Background: an optimization exercise with open tools, aiming at small area, a short achievable clock period and few clock cycles per item. Do not read the settings as production practice.
In this exercise RTL edits were held to simulation tests only and were not proved equivalent to the original.
Power is estimated from default activity; no workload was simulated.

==> flow/design.v <==
module bch_decoder (
    input  logic       clk,
    input  logic       rst_n,
    input  logic       in_valid,
    input  logic [3:0] in_syndrome,
    output logic       out_valid,
    output logic [3:0] out_location
);
    function automatic logic [8:0] pre_step(logic [7:0] x);
        logic [8:0] y;
        case (x)
            8'd0: y = 9'd0;
            8'd1: y = 9'd1;
            8'd2: y = 9'd2;
            8'd3: y = 9'd3;
            8'd4: y = 9'd4;
            8'd5: y = 9'd5;
            8'd6: y = 9'd6;
            8'd7: y = 9'd7;
            8'd8: y = 9'd8;
            8'd9: y = 9'd9;
            8'd10: y = 9'd10;
            8'd11: y = 9'd11;
            8'd12: y = 9'd12;
            8'd13: y = 9'd13;
            8'd14: y = 9'd14;
            8'd15: y = 9'd15;
            8'd16: y = 9'd28;
            8'd17: y = 9'd29;
            8'd18: y = 9'd30;
            8'd19: y = 9'd16;
            8'd20: y = 9'd17;
            8'd21: y = 9'd18;
            8'd22: y = 9'd19;
            8'd23: y = 9'd20;
            8'd24: y = 9'd21;
            8'd25: y = 9'd22;
            8'd26: y = 9'd23;
            8'd27: y = 9'd24;
            8'd28: y = 9'd25;
            8'd29: y = 9'd26;
            8'd30: y = 9'd27;
            8'd31: y = 9'd31;
            8'd32: y = 9'd41;
            8'd33: y = 9'd42;
            8'd34: y = 9'd43;
            8'd35: y = 9'd44;
            8'd36: y = 9'd45;
            8'd37: y = 9'd46;
            8'd38: y = 9'd32;
            8'd39: y = 9'd33;
            8'd40: y = 9'd34;
            8'd41: y = 9'd35;
            8'd42: y = 9'd36;
            8'd43: y = 9'd37;
            8'd44: y = 9'd38;
            8'd45: y = 9'd39;
            8'd46: y = 9'd40;
            8'd47: y = 9'd47;
            8'd48: y = 9'd54;
            8'd49: y = 9'd55;
            8'd50: y = 9'd56;
            8'd51: y = 9'd57;
            8'd52: y = 9'd58;
            8'd53: y = 9'd59;
            8'd54: y = 9'd60;
            8'd55: y = 9'd61;
            8'd56: y = 9'd62;
            8'd57: y = 9'd48;
            8'd58: y = 9'd49;
            8'd59: y = 9'd50;
            8'd60: y = 9'd51;
            8'd61: y = 9'd52;
            8'd62: y = 9'd53;
            8'd63: y = 9'd63;
            8'd64: y = 9'd67;
            8'd65: y = 9'd68;
            8'd66: y = 9'd69;
            8'd67: y = 9'd70;
            8'd68: y = 9'd71;
            8'd69: y = 9'd72;
            8'd70: y = 9'd73;
            8'd71: y = 9'd74;
            8'd72: y = 9'd75;
            8'd73: y = 9'd76;
            8'd74: y = 9'd77;
            8'd75: y = 9'd78;
            8'd76: y = 9'd64;
            8'd77: y = 9'd65;
            8'd78: y = 9'd66;
            8'd79: y = 9'd79;
            8'd80: y = 9'd80;
            8'd81: y = 9'd81;
            8'd82: y = 9'd82;
            8'd83: y = 9'd83;
            8'd84: y = 9'd84;
            8'd85: y = 9'd85;
            8'd86: y = 9'd86;
            8'd87: y = 9'd87;
            8'd88: y = 9'd88;
            8'd89: y = 9'd89;
            8'd90: y = 9'd90;
            8'd91: y = 9'd91;
            8'd92: y = 9'd92;
            8'd93: y = 9'd93;
            8'd94: y = 9'd94;
            8'd95: y = 9'd95;
            8'd96: y = 9'd108;
            8'd97: y = 9'd109;
            8'd98: y = 9'd110;
            8'd99: y = 9'd96;
            8'd100: y = 9'd97;
            8'd101: y = 9'd98;
            8'd102: y = 9'd99;
            8'd103: y = 9'd100;
            8'd104: y = 9'd101;
            8'd105: y = 9'd102;
            8'd106: y = 9'd103;
            8'd107: y = 9'd104;
            8'd108: y = 9'd105;
            8'd109: y = 9'd106;
            8'd110: y = 9'd107;
            8'd111: y = 9'd111;
            8'd112: y = 9'd121;
            8'd113: y = 9'd122;
            8'd114: y = 9'd123;
            8'd115: y = 9'd124;
            8'd116: y = 9'd125;
            8'd117: y = 9'd126;
            8'd118: y = 9'd112;
            8'd119: y = 9'd113;
            8'd120: y = 9'd114;
            8'd121: y = 9'd115;
            8'd122: y = 9'd116;
            8'd123: y = 9'd117;
            8'd124: y = 9'd118;
            8'd125: y = 9'd119;
            8'd126: y = 9'd120;
            8'd127: y = 9'd127;
            8'd128: y = 9'd134;
            8'd129: y = 9'd135;
            8'd130: y = 9'd136;
            8'd131: y = 9'd137;
            8'd132: y = 9'd138;
            8'd133: y = 9'd139;
            8'd134: y = 9'd140;
            8'd135: y = 9'd141;
            8'd136: y = 9'd142;
            8'd137: y = 9'd128;
            8'd138: y = 9'd129;
            8'd139: y = 9'd130;
            8'd140: y = 9'd131;
            8'd141: y = 9'd132;
            8'd142: y = 9'd133;
            8'd143: y = 9'd143;
            8'd144: y = 9'd147;
            8'd145: y = 9'd148;
            8'd146: y = 9'd149;
            8'd147: y = 9'd150;
            8'd148: y = 9'd151;
            8'd149: y = 9'd152;
            8'd150: y = 9'd153;
            8'd151: y = 9'd154;
            8'd152: y = 9'd155;
            8'd153: y = 9'd156;
            8'd154: y = 9'd157;
            8'd155: y = 9'd158;
            8'd156: y = 9'd144;
            8'd157: y = 9'd145;
            8'd158: y = 9'd146;
            8'd159: y = 9'd159;
            8'd160: y = 9'd160;
            8'd161: y = 9'd161;
            8'd162: y = 9'd162;
            8'd163: y = 9'd163;
            8'd164: y = 9'd164;
            8'd165: y = 9'd165;
            8'd166: y = 9'd166;
            8'd167: y = 9'd167;
            8'd168: y = 9'd168;
            8'd169: y = 9'd169;
            8'd170: y = 9'd170;
            8'd171: y = 9'd171;
            8'd172: y = 9'd172;
            8'd173: y = 9'd173;
            8'd174: y = 9'd174;
            8'd175: y = 9'd175;
            8'd176: y = 9'd188;
            8'd177: y = 9'd189;
            8'd178: y = 9'd190;
            8'd179: y = 9'd176;
            8'd180: y = 9'd177;
            8'd181: y = 9'd178;
            8'd182: y = 9'd179;
            8'd183: y = 9'd180;
            8'd184: y = 9'd181;
            8'd185: y = 9'd182;
            8'd186: y = 9'd183;
            8'd187: y = 9'd184;
            8'd188: y = 9'd185;
            8'd189: y = 9'd186;
            8'd190: y = 9'd187;
            8'd191: y = 9'd191;
            8'd192: y = 9'd201;
            8'd193: y = 9'd202;
            8'd194: y = 9'd203;
            8'd195: y = 9'd204;
            8'd196: y = 9'd205;
            8'd197: y = 9'd206;
            8'd198: y = 9'd192;
            8'd199: y = 9'd193;
            8'd200: y = 9'd194;
            8'd201: y = 9'd195;
            8'd202: y = 9'd196;
            8'd203: y = 9'd197;
            8'd204: y = 9'd198;
            8'd205: y = 9'd199;
            8'd206: y = 9'd200;
            8'd207: y = 9'd207;
            8'd208: y = 9'd214;
            8'd209: y = 9'd215;
            8'd210: y = 9'd216;
            8'd211: y = 9'd217;
            8'd212: y = 9'd218;
            8'd213: y = 9'd219;
            8'd214: y = 9'd220;
            8'd215: y = 9'd221;
            8'd216: y = 9'd222;
            8'd217: y = 9'd208;
            8'd218: y = 9'd209;
            8'd219: y = 9'd210;
            8'd220: y = 9'd211;
            8'd221: y = 9'd212;
            8'd222: y = 9'd213;
            8'd223: y = 9'd223;
            8'd224: y = 9'd227;
            8'd225: y = 9'd228;
            8'd226: y = 9'd229;
            8'd227: y = 9'd230;
            8'd228: y = 9'd231;
            8'd229: y = 9'd232;
            8'd230: y = 9'd233;
            8'd231: y = 9'd234;
            8'd232: y = 9'd235;
            8'd233: y = 9'd236;
            8'd234: y = 9'd237;
            8'd235: y = 9'd238;
            8'd236: y = 9'd224;
            8'd237: y = 9'd225;
            8'd238: y = 9'd226;
            8'd239: y = 9'd239;
            8'd240: y = 9'd256;
            8'd241: y = 9'd257;
            8'd242: y = 9'd258;
            8'd243: y = 9'd272;
            8'd244: y = 9'd273;
            8'd245: y = 9'd274;
            8'd246: y = 9'd288;
            8'd247: y = 9'd289;
            8'd248: y = 9'd290;
            8'd249: y = 9'd304;
            8'd250: y = 9'd305;
            8'd251: y = 9'd306;
            8'd252: y = 9'd320;
            8'd253: y = 9'd321;
            8'd254: y = 9'd322;
            8'd255: y = 9'd271;
            default: y = '0;
        endcase
        pre_step = y;
    endfunction
    function automatic logic [1:0] s5_norm(logic [5:0] x);
        logic [1:0] y;
        case (x)
            6'd0: y = 2'd0;
            6'd1: y = 2'd2;
            6'd2: y = 2'd1;
            6'd3: y = 2'd0;
            6'd4: y = 2'd2;
            6'd5: y = 2'd1;
            6'd6: y = 2'd0;
            6'd7: y = 2'd2;
            6'd8: y = 2'd1;
            6'd9: y = 2'd0;
            6'd10: y = 2'd2;
            6'd11: y = 2'd1;
            6'd12: y = 2'd0;
            6'd13: y = 2'd2;
            6'd14: y = 2'd1;
            6'd15: y = 2'd0;
            6'd16: y = 2'd1;
            6'd17: y = 2'd0;
            6'd18: y = 2'd2;
            6'd19: y = 2'd1;
            6'd20: y = 2'd0;
            6'd21: y = 2'd2;
            6'd22: y = 2'd1;
            6'd23: y = 2'd0;
            6'd24: y = 2'd2;
            6'd25: y = 2'd1;
            6'd26: y = 2'd0;
            6'd27: y = 2'd2;
            6'd28: y = 2'd1;
            6'd29: y = 2'd0;
            6'd30: y = 2'd2;
            6'd31: y = 2'd1;
            6'd32: y = 2'd2;
            6'd33: y = 2'd1;
            6'd34: y = 2'd0;
            6'd35: y = 2'd2;
            6'd36: y = 2'd1;
            6'd37: y = 2'd0;
            6'd38: y = 2'd2;
            6'd39: y = 2'd1;
            6'd40: y = 2'd0;
            6'd41: y = 2'd2;
            6'd42: y = 2'd1;
            6'd43: y = 2'd0;
            6'd44: y = 2'd2;
            6'd45: y = 2'd1;
            6'd46: y = 2'd0;
            6'd47: y = 2'd2;
            6'd48: y = 2'd3;
            6'd49: y = 2'd3;
            6'd50: y = 2'd3;
            6'd51: y = 2'd3;
            6'd52: y = 2'd3;
            6'd53: y = 2'd3;
            6'd54: y = 2'd3;
            6'd55: y = 2'd3;
            6'd56: y = 2'd3;
            6'd57: y = 2'd3;
            6'd58: y = 2'd3;
            6'd59: y = 2'd3;
            6'd60: y = 2'd3;
            6'd61: y = 2'd3;
            6'd62: y = 2'd3;
            6'd63: y = 2'd3;
            default: y = '0;
        endcase
        s5_norm = y;
    endfunction
    function automatic logic [11:0] rel_tab(logic [6:0] x);
        rel_tab[0] = (~x[4] & x[5]) | (x[1] & x[2] & x[3]) | (~x[2] & ~x[3] & x[4] & ~x[5]) | (~x[0] & ~x[1] & x[6]) | (x[0] & ~x[2] & ~x[4] & ~x[6]) | (x[2] & x[3] & x[5]) | (~x[0] & x[1] & x[2] & x[4]) | (~x[1] & ~x[2] & x[4] & ~x[5]);
        rel_tab[1] = (x[0] & x[2] & ~x[3] & ~x[6]) | (x[0] & ~x[1] & ~x[4] & ~x[6]) | (~x[0] & x[1] & x[2] & ~x[4] & ~x[5]) | (x[0] & x[1] & x[4] & ~x[5]) | (~x[0] & ~x[2] & ~x[3] & x[4]) | (x[4] & x[6]) | (x[2] & x[3] & x[4] & ~x[5]) | (~x[0] & x[1] & x[3] & x[5]);
        rel_tab[2] = (x[3] & x[4] & x[5]) | (x[0] & x[1] & ~x[3] & x[5]) | (~x[0] & x[1] & x[4] & ~x[5]) | (x[1] & ~x[2] & ~x[4] & ~x[5] & ~x[6]) | (x[0] & x[3] & x[6]) | (~x[1] & ~x[2] & x[3] & x[5]) | (x[0] & ~x[1] & x[2] & x[4]) | (~x[0] & ~x[1] & x[2] & x[6]) | (~x[0] & x[2] & ~x[3] & ~x[5] & ~x[6]);
        rel_tab[3] = (~x[1] & ~x[3] & x[4] & x[5]) | (x[4] & x[6]) | (~x[0] & ~x[1] & ~x[2] & x[6]) | (x[0] & x[1] & ~x[3] & ~x[4] & ~x[5] & ~x[6]) | (x[0] & ~x[1] & ~x[2] & ~x[4] & ~x[5] & ~x[6]);
        rel_tab[4] = (x[0] & x[6]) | (~x[0] & ~x[3] & x[4]) | (~x[1] & ~x[3] & x[4]) | (x[0] & x[1] & x[3] & ~x[5]) | (~x[0] & x[2] & ~x[4] & x[5]) | (~x[0] & ~x[3] & ~x[5] & ~x[6]) | (x[1] & ~x[2] & x[6]) | (~x[0] & x[1] & x[4]) | (x[0] & x[2] & x[3]) | (~x[0] & x[1] & x[3] & x[5]);
        rel_tab[5] = (~x[1] & x[2] & x[3]) | (~x[2] & ~x[3] & ~x[4] & ~x[6]) | (x[0] & x[3] & x[4]) | (~x[0] & x[3] & x[6]) | (x[0] & x[1] & ~x[2] & x[4]) | (x[0] & x[2] & x[6]) | (~x[0] & x[2] & x[3]) | (x[3] & x[4] & ~x[5]) | (~x[0] & x[2] & ~x[4] & x[5]) | (~x[1] & ~x[2] & ~x[4] & x[5]) | (~x[0] & x[2] & x[4] & ~x[5]);
        rel_tab[6] = (~x[3] & ~x[4] & ~x[5]) | (~x[1] & ~x[2] & x[4]) | (x[1] & x[3] & x[5]) | (~x[1] & x[3] & ~x[5] & ~x[6]) | (x[0] & ~x[2] & ~x[3] & x[5]) | (x[0] & x[6]) | (~x[1] & ~x[3] & ~x[4]) | (~x[0] & x[1] & x[3] & x[4]) | (~x[0] & x[2] & x[3] & ~x[5]);
        rel_tab[7] = (x[1] & x[2] & ~x[3] & ~x[6]) | (~x[1] & ~x[2] & x[5]) | (~x[2] & ~x[4] & ~x[5] & ~x[6]) | (x[2] & x[4] & x[5]) | (~x[0] & ~x[3] & x[4]) | (~x[0] & ~x[1] & x[6]) | (x[0] & x[2] & x[4]) | (x[0] & x[1] & x[2]) | (x[1] & ~x[3] & ~x[5] & ~x[6]);
        rel_tab[8] = (~x[1] & ~x[4] & ~x[6]) | (x[0] & x[1] & ~x[2] & ~x[6]) | (x[3] & x[4] & x[5]) | (~x[0] & x[2] & x[5]) | (x[0] & x[2] & x[6]) | (~x[0] & ~x[1] & ~x[2]) | (x[0] & x[1] & x[4]) | (~x[0] & ~x[2] & ~x[3] & ~x[5]) | (~x[0] & ~x[3] & ~x[4] & ~x[5] & ~x[6]);
        rel_tab[9] = (x[1] & ~x[3] & ~x[5]) | (x[2] & x[4]) | (~x[2] & ~x[3] & ~x[4]) | (~x[0] & x[1] & ~x[2] & ~x[5]) | (~x[0] & ~x[1] & x[2]) | (x[0] & x[4] & x[5]) | (x[0] & x[2] & x[3]) | (x[0] & x[1] & ~x[2] & x[5]) | (~x[1] & ~x[2] & ~x[4] & ~x[5] & ~x[6]);
        rel_tab[10] = (x[3] & x[5]) | (x[1] & x[2] & ~x[3] & ~x[6]) | (x[3] & x[4]) | (x[0] & ~x[2] & ~x[4] & ~x[6]) | (~x[0] & ~x[1] & ~x[4]) | (~x[0] & x[1] & x[4]) | (x[0] & x[1] & x[2]) | (~x[0] & x[3] & x[6]) | (~x[1] & ~x[2] & x[5]) | (~x[3] & ~x[4] & ~x[5] & ~x[6]);
        rel_tab[11] = (x[4]) | (x[3] & ~x[5]) | (~x[0] & ~x[3]) | (~x[2] & x[3]) | (x[6]) | (x[1] & x[2]) | (x[0] & ~x[1] & x[5]);
    endfunction
    function automatic logic [3:0] pick(logic [1:0] n, logic [1:0] w, logic [1:0] k);
        logic [3:0] y;
        if (k < w)      y = {1'b1, 1'b1, 2'(n - w + k)};
        else if (k < n) y = {1'b1, 1'b0, 2'(k - w)};
        else            y = 4'b0000;
        pick = y;
    endfunction
    logic [2:0] cnt;       
    logic [3:0] ra;        
    logic [3:0] rb;        
    logic       flag;      
    logic [1:0] s5n;       
    logic [1:0] ocnt;      
    logic       last;      
    assign last = in_valid && cnt == 3'd5;
    always_ff @(posedge clk or negedge rst_n) begin
        if (!rst_n) begin
            cnt <= '0;
        end else if (in_valid) begin
            case (cnt)
                3'd0: cnt <= 3'd1;
                3'd1: cnt <= 3'd2;
                3'd2: cnt <= 3'd3;
                3'd3: cnt <= 3'd4;
                3'd4: cnt <= 3'd5;
                default: cnt <= 3'd0;
            endcase
        end
    end
    always_ff @(posedge clk) begin
        if (in_valid) begin
            case (cnt)
                3'd0: ra <= in_syndrome;
                3'd2: rb <= in_syndrome;
                3'd3: {flag, ra, rb} <= pre_step({ra, rb});
                3'd4: s5n <= s5_norm({in_syndrome[1:0], ra});
                default: ;
            endcase
        end
    end
    logic [11:0] rel;
    logic [3:0]  r0, r1, r2, r;
    logic        v0, v1, v2, w0, w1, w2;
    logic [1:0]  n, w;
    logic [3:0]  pk;
    logic [3:0]  loc;
    function automatic logic wraps(logic [3:0] a, logic [3:0] b);
        logic c;
        c = 1'b1;
        for (int i = 0; i < 4; i++) c = (a[i] & b[i]) | ((a[i] | b[i]) & c);
        wraps = c;
    endfunction
    function automatic logic [3:0] add4(logic [3:0] a, logic [3:0] b, logic ci);
        logic c;
        logic [3:0] s;
        c = ci;
        for (int i = 0; i < 4; i++) begin
            s[i] = a[i] ^ b[i] ^ c;
            c = (a[i] & b[i]) | ((a[i] ^ b[i]) & c);
        end
        add4 = s;
    endfunction
    always_comb begin
        rel = rel_tab({flag, rb, s5n});
        r0 = rel[3:0];
        r1 = rel[7:4];
        r2 = rel[11:8];
        v0 = ~&r0;
        v1 = ~&r1;
        v2 = ~&r2;
        w0 = v0 & wraps(r0, ra);
        w1 = v1 & wraps(r1, ra);
        w2 = v2 & wraps(r2, ra);
        n = v2 ? 2'd3 : v1 ? 2'd2 : {1'b0, v0};
        w = w0 ? n : w1 ? {v2, ~v2} : {1'b0, w2};
        pk = pick(n, w, ocnt);
        r = pk[1] ? r2 : pk[0] ? r1 : r0;
        loc = pk[3] ? add4(r, ra, pk[2]) : 4'd15;
    end
    always_ff @(posedge clk or negedge rst_n) begin
        if (!rst_n) begin
            out_valid    <= 1'b0;
            out_location <= '0;
        end else if (last) begin
            out_valid    <= 1'b1;
            out_location <= loc;
        end else if (out_valid) begin
            if (ocnt == 2'd3) begin
                out_valid    <= 1'b0;
                out_location <= '0;
            end else begin
                out_location <= loc;
            end
        end
    end
    always_ff @(posedge clk or negedge rst_n) begin
        if (!rst_n) ocnt <= '0;
        else if (last) ocnt <= 2'd1;
        else if (out_valid) ocnt <= {ocnt[1] ^ ocnt[0], ~ocnt[0]};
    end
endmodule
==> flow/run.sh <==
#!/bin/bash
# synth_recipe.tcl (not shown) runs the flow's synth.tcl, then flattens the netlist and writes it again
# the make line also repeats each setting of config.mk as NAME=value (left out here)
make -C /OpenROAD-flow-scripts/flow DESIGN_CONFIG=/design/flow/config.mk WORK_HOME=/design/flow/orfs CLKGATE_MAP_FILE= SYNTH_SCRIPT=/design/flow/synth_recipe.tcl finish
==> flow/config.mk <==
export PLATFORM = sky130hd
export DESIGN_NAME = bch_decoder
export DESIGN_NICKNAME = bch_decoder
export VERILOG_FILES = /design/flow/design.v
export SDC_FILE = /design/flow/constraint.sdc
export NUM_CORES = 4
export LEC_CHECK = 0
export CAP_MARGIN = 20
export CORE_MARGIN = 2
export CORE_UTILIZATION = 40
export SLEW_MARGIN = 20
==> flow/constraint.sdc <==
create_clock -name core_clock -period 10.0 [get_ports {clk}]
set_input_delay 2.0000 -clock core_clock [delete_from_list [all_inputs] [get_ports {clk}]]
set_output_delay 2.0000 -clock core_clock [all_outputs]
set_load 0.01 [all_outputs]
==> results.toml <==
[outcome]
outcome = "timing/DRC/antenna clean"

[final_layout]
final_nets = 511
syn_to_final_growth_pct = 4.28
post_route_cells_drive_above_1_share_pct = 6.36
finalNonFillerCells = 580
n_antenna_cell = 0
final_non_filler_cell_area_mm2 = 0.00375

[worst_setup_path]
cp_max_fo = 34
timing.reg2reg.setup_slack_ns = 2.91
setup.worst_path.start = "rb[1]$_DFFE_PP_"
timing.critical_path.to_type = "flip-flop"
max_stage_delay_ns = 0.64
kind_of_launch_point_of_the_worst_setup_path = "flip-flop"
cp_data_required_time_ns = 10.15
critical_path.slowest_cell = "sky130_fd_sc_hd__a2111oi_1"
worst-setup-path-type = "flip-flop to flip-flop"
ff_to_ff_start = "rb[1]$_DFFE_PP_"
critical_path_arrival_ns = 7.25

[synth]
synth-xor-area-share_pct = 1.95
edff_count_synth = 11
yosysUniqueCellTypes = 79
synth.most_common_cell = "sky130_fd_sc_hd__nand2_1"
synth_fa_ha_area_share_pct = 13.3
synth_largest_area_cell = "sky130_fd_sc_hd__ha_1"
synth_simple_gate_area_share_pct = 22.7
synth_top_family_by_area = "compound AO/OA/AOI/OAI gates"
ys.warnings.count = 1
ys.flop_type = "sky130_fd_sc_hd__edfxtp_1"
post_synth_inst_count = 489
synth_fp_nets = 527
synth_compound_gate_area_share_pct = 31.6
netlist_top_cells_area = "sky130_fd_sc_hd__ha_1, sky130_fd_sc_hd__edfxtp_1, sky130_fd_sc_hd__dfrtp_1, sky130_fd_sc_hd__a21oi_1, sky130_fd_sc_hd__nand2_1"
synth.mux.area_fraction_pct = 6.37
post_synth.cell_area_avg_um2 = 7.35
synth_area_mm2 = 0.00360
synth_common_cells = "sky130_fd_sc_hd__nand2_1, sky130_fd_sc_hd__nor2_1, sky130_fd_sc_hd__a21oi_1, sky130_fd_sc_hd__o21ai_0, sky130_fd_sc_hd__ha_1"
top_area_cell_type_share_of_the_netlist_area_pct = 9.39
number_of_storage_elements_in_the_synthesis_netlist = 21
synth_async_sr_flop_share_pct = 47.6
synth_seq_area_share_pct = 16.1

[floorplanning]
chipHeight_um = 98.8
ios = 12
placementRows = 34
die_width_um = 98.8
initial_core_utilization_pct = 41.2
fp.dieArea_mm2 = 0.00976
design.core.area_mm2 = 0.00872

[sta]
post-route-worst-setup-slack_ns = 2.91
totalNegativeSetupSlack_ns = 0
max_slew_margin_pct = 35.3
setup_repair_after_global_routing_missed_its_margin = "false"
finalSetupViolations = 0
tcrit_tclk_final_pct = 70.9
tightestPinTransition_ns = 0.971
fin_crit_ns = 7.09
report.final.slew_viol_count = 0
clock-skew-final_ns = 0.00464
hold-worst-slack_ns = 0.482
timing_hold_violations_final = 0
max_freq_mhz = 141

[grt]
number_of_global_route_vias_before_repair = 3333
grt_remaining_overflow = 0
groute.usage.overall_pct = 20.4
grt_start_max_net_pins = 53
grt_first_pass_wirelength_um = 16600
grt_antenna_before_repair = 0

[route]
dr_total_vias = 3556
detail_route.wirelength_um = 9790
first_iter_violations = 297
drt.antenna.violating_nets = 0
drt_drc_violations_left = 0
detailedRoute.firstPassIterationCount = 5
viasPerCell = 6.13
avgRoutedWirePerCell_um = 16.9

[clocking]
post_cts_clock_slew_at_the_launch_and_capture_registers_of_the_worst_setup_and_hold_paths_ns = 0.08
cts_sinks = 21
cts.htree.levels = 1
cts-root-to-sink-buffers = 2
cts.repair.resized = 0
cts.root.buffer_cell = "sky130_fd_sc_hd__clkbuf_8"
cts_tree = "built"
tritoncts.num_buffers = 3
worstSkewPairLatency_ns = 0.26
number_of_hold_buffers_added_after_cts = 0
cts_setup_buffers = 0

[placed_design]
place_hpwl_um = 7210
placed_area_mm2 = 0.00370
dp_cells = 576
port_buffers = 11
placement.setup.worst_slack_ns = 3.00
gpl.final_weighted_congestion = 0.907

[power]
leakage_uw = 0.00149
ir_drop_mv = 0.203
powerDensity_mw_per_mm2 = 340

[min_path]
hold_path.class = "flip-flop to flip-flop"
holdCritStartpoint = "out_location[1]$_DFFE_PN0P_"

[run]
cap_viol_max_count = 0
==> worst max-delay path: cells and delay by family, from the launching register on <==
| kind | cells | cell delay, ns |
|---|---|---|
| fa+ha+maj | 8 | 2.42 |
| compound gates | 9 | 2.15 |
| flops | 1 | 0.33 |
| xor+xnor | 4 | 0.69 |
| buf+inv | 4 | 0.65 |
| simple gates | 5 | 0.71 |
==> report_power, final <==
| part | internal, uW | total, uW | switching, uW |
|---|---|---|---|
| Clock | 28.1 | 57.1 | 29.0 |
| Combinational | 429 | 1030 | 605 |
| Sequential | 129 | 184 | 55.5 |
==> flip-flops by register name (all words and copies together), names as in the netlist <==
name and flops:
cnt 3, flag 1, ocnt 2, out_location 4
out_valid 1, ra 4, rb 4, s5n 2
==> metrics by stage <==
stage,total power [uW],utilization (%)
after CTS,1280,43.0
after floorplan,1000,-
after global routing,1440,43.0
after global placement,1200,42.4
final,1270,43.0
after detailed placement,1210,42.4
==> path summary, 6_finish.rpt <==
path,to,cells past startpoint
worst max register to register,out_location[3]$_DFFE_PN0P_,30
worst min-delay path,out_location[1]$_DFFE_PN0P_,1
max in group asynchronous,cnt[2]$_DFFE_PN0P_,1
worst max-delay path,out_location[3]$_DFFE_PN0P_,30
worst min register to register,out_location[1]$_DFFE_PN0P_,1
min in group asynchronous,cnt[0]$_DFFE_PN0P_,1
==> layout by cell type (no fill, tap or decap), types with 6 or more instances in the layout <==
cell type	netlist	layout
sky130_fd_sc_hd__dfrtp_1	10	10
sky130_fd_sc_hd__a31oi_1	10	10
sky130_fd_sc_hd__inv_1	20	20
sky130_fd_sc_hd__nor2b_1	8	8
sky130_fd_sc_hd__o211ai_1	7	7
sky130_fd_sc_hd__clkdlybuf4s50_1	0	11
sky130_fd_sc_hd__buf_4	2	7
sky130_fd_sc_hd__mux2i_1	15	15
sky130_fd_sc_hd__nand2b_1	10	10
sky130_fd_sc_hd__a21oi_1	45	45
sky130_fd_sc_hd__ha_1	27	27
sky130_fd_sc_hd__nand3_1	7	7
sky130_fd_sc_hd__nor2_1	49	49
sky130_fd_sc_hd__nor3_1	9	9
sky130_fd_sc_hd__edfxtp_1	11	11
sky130_fd_sc_hd__nand2_1	53	53
sky130_fd_sc_hd__a211oi_1	14	14
sky130_fd_sc_hd__o21ai_0	34	34
sky130_fd_sc_hd__maj3_1	6	6
==> logic make-up (layout without fill, tap and decap cells) <==
group	after synthesis	count (layout)
AO/OA/AOI/OAI	170	170
AND/OR/NAND/NOR	169	169
buffers and inverters	64	47
adder cells (fa/ha/maj)	37	37
flip-flops	21	21
multiplexers	20	20
XOR/XNOR	8	8
==> final cells by class <==
| type | count | area [um^2] |
|---|---|---|
| fillers | 903 | 4970 |
| multi-input cells | 404 | 2730 |
| flip-flops and latches | 21 | 581 |
| repair buffers | 18 | 163 |
| well taps | 108 | 135 |
| inverters | 25 | 93.8 |
| clock buffers | 3 | 41.3 |
| clock inverters | 1 | 7.51 |
==> metal layers <==
layer | wire (um) | part of all wire (%) | GRT usage (%) | vias up
li1 | - | - | - | 1745
met1 | 4630 | 47 | 28.8 | 1687
met2 | 4580 | 47 | 33.0 | 106
met3 | 335 | 3.4 | 2.06 | 18
met4 | 246 | 2.5 | 6.11 | 0
met5 | 0 | 0 | 0 | -
Testbench counts, summed over its fixed seeds: cycles 19,200, blocks 2,400.

-- static timing again, ports no longer ideal --
The flow's constraints put no driver on any port. The routed layout listed below was extracted and timed again, unchanged, in two steps.
Step 1: set_driving_cell puts a clkbuf_16 on clk and a buf_2 on each other input, an assumption about the parent block.
Step 2 times the ports against the registers' clock, not the clock port: input delays grow and output delays shrink by t, the midpoint of the rising clock arrivals with the driver on.
a / b / c = no drivers / after step 1 / after step 2; a / b = the first two.
shift t [ns]: 0.282
setup slack, ns: 2.905 / 2.905 / 2.905
hold WS [ns]: 0.482 / 0.482 / 0.482
latest minus earliest clock arrival (ns): 0.005 / 0.005
worst data-port slew with drivers (ns): 0.03
After both steps setup and hold are still met in this run. For this run, drivers alone change the setup slack by 0.000 ns; drivers and shift together by 0.000 ns.
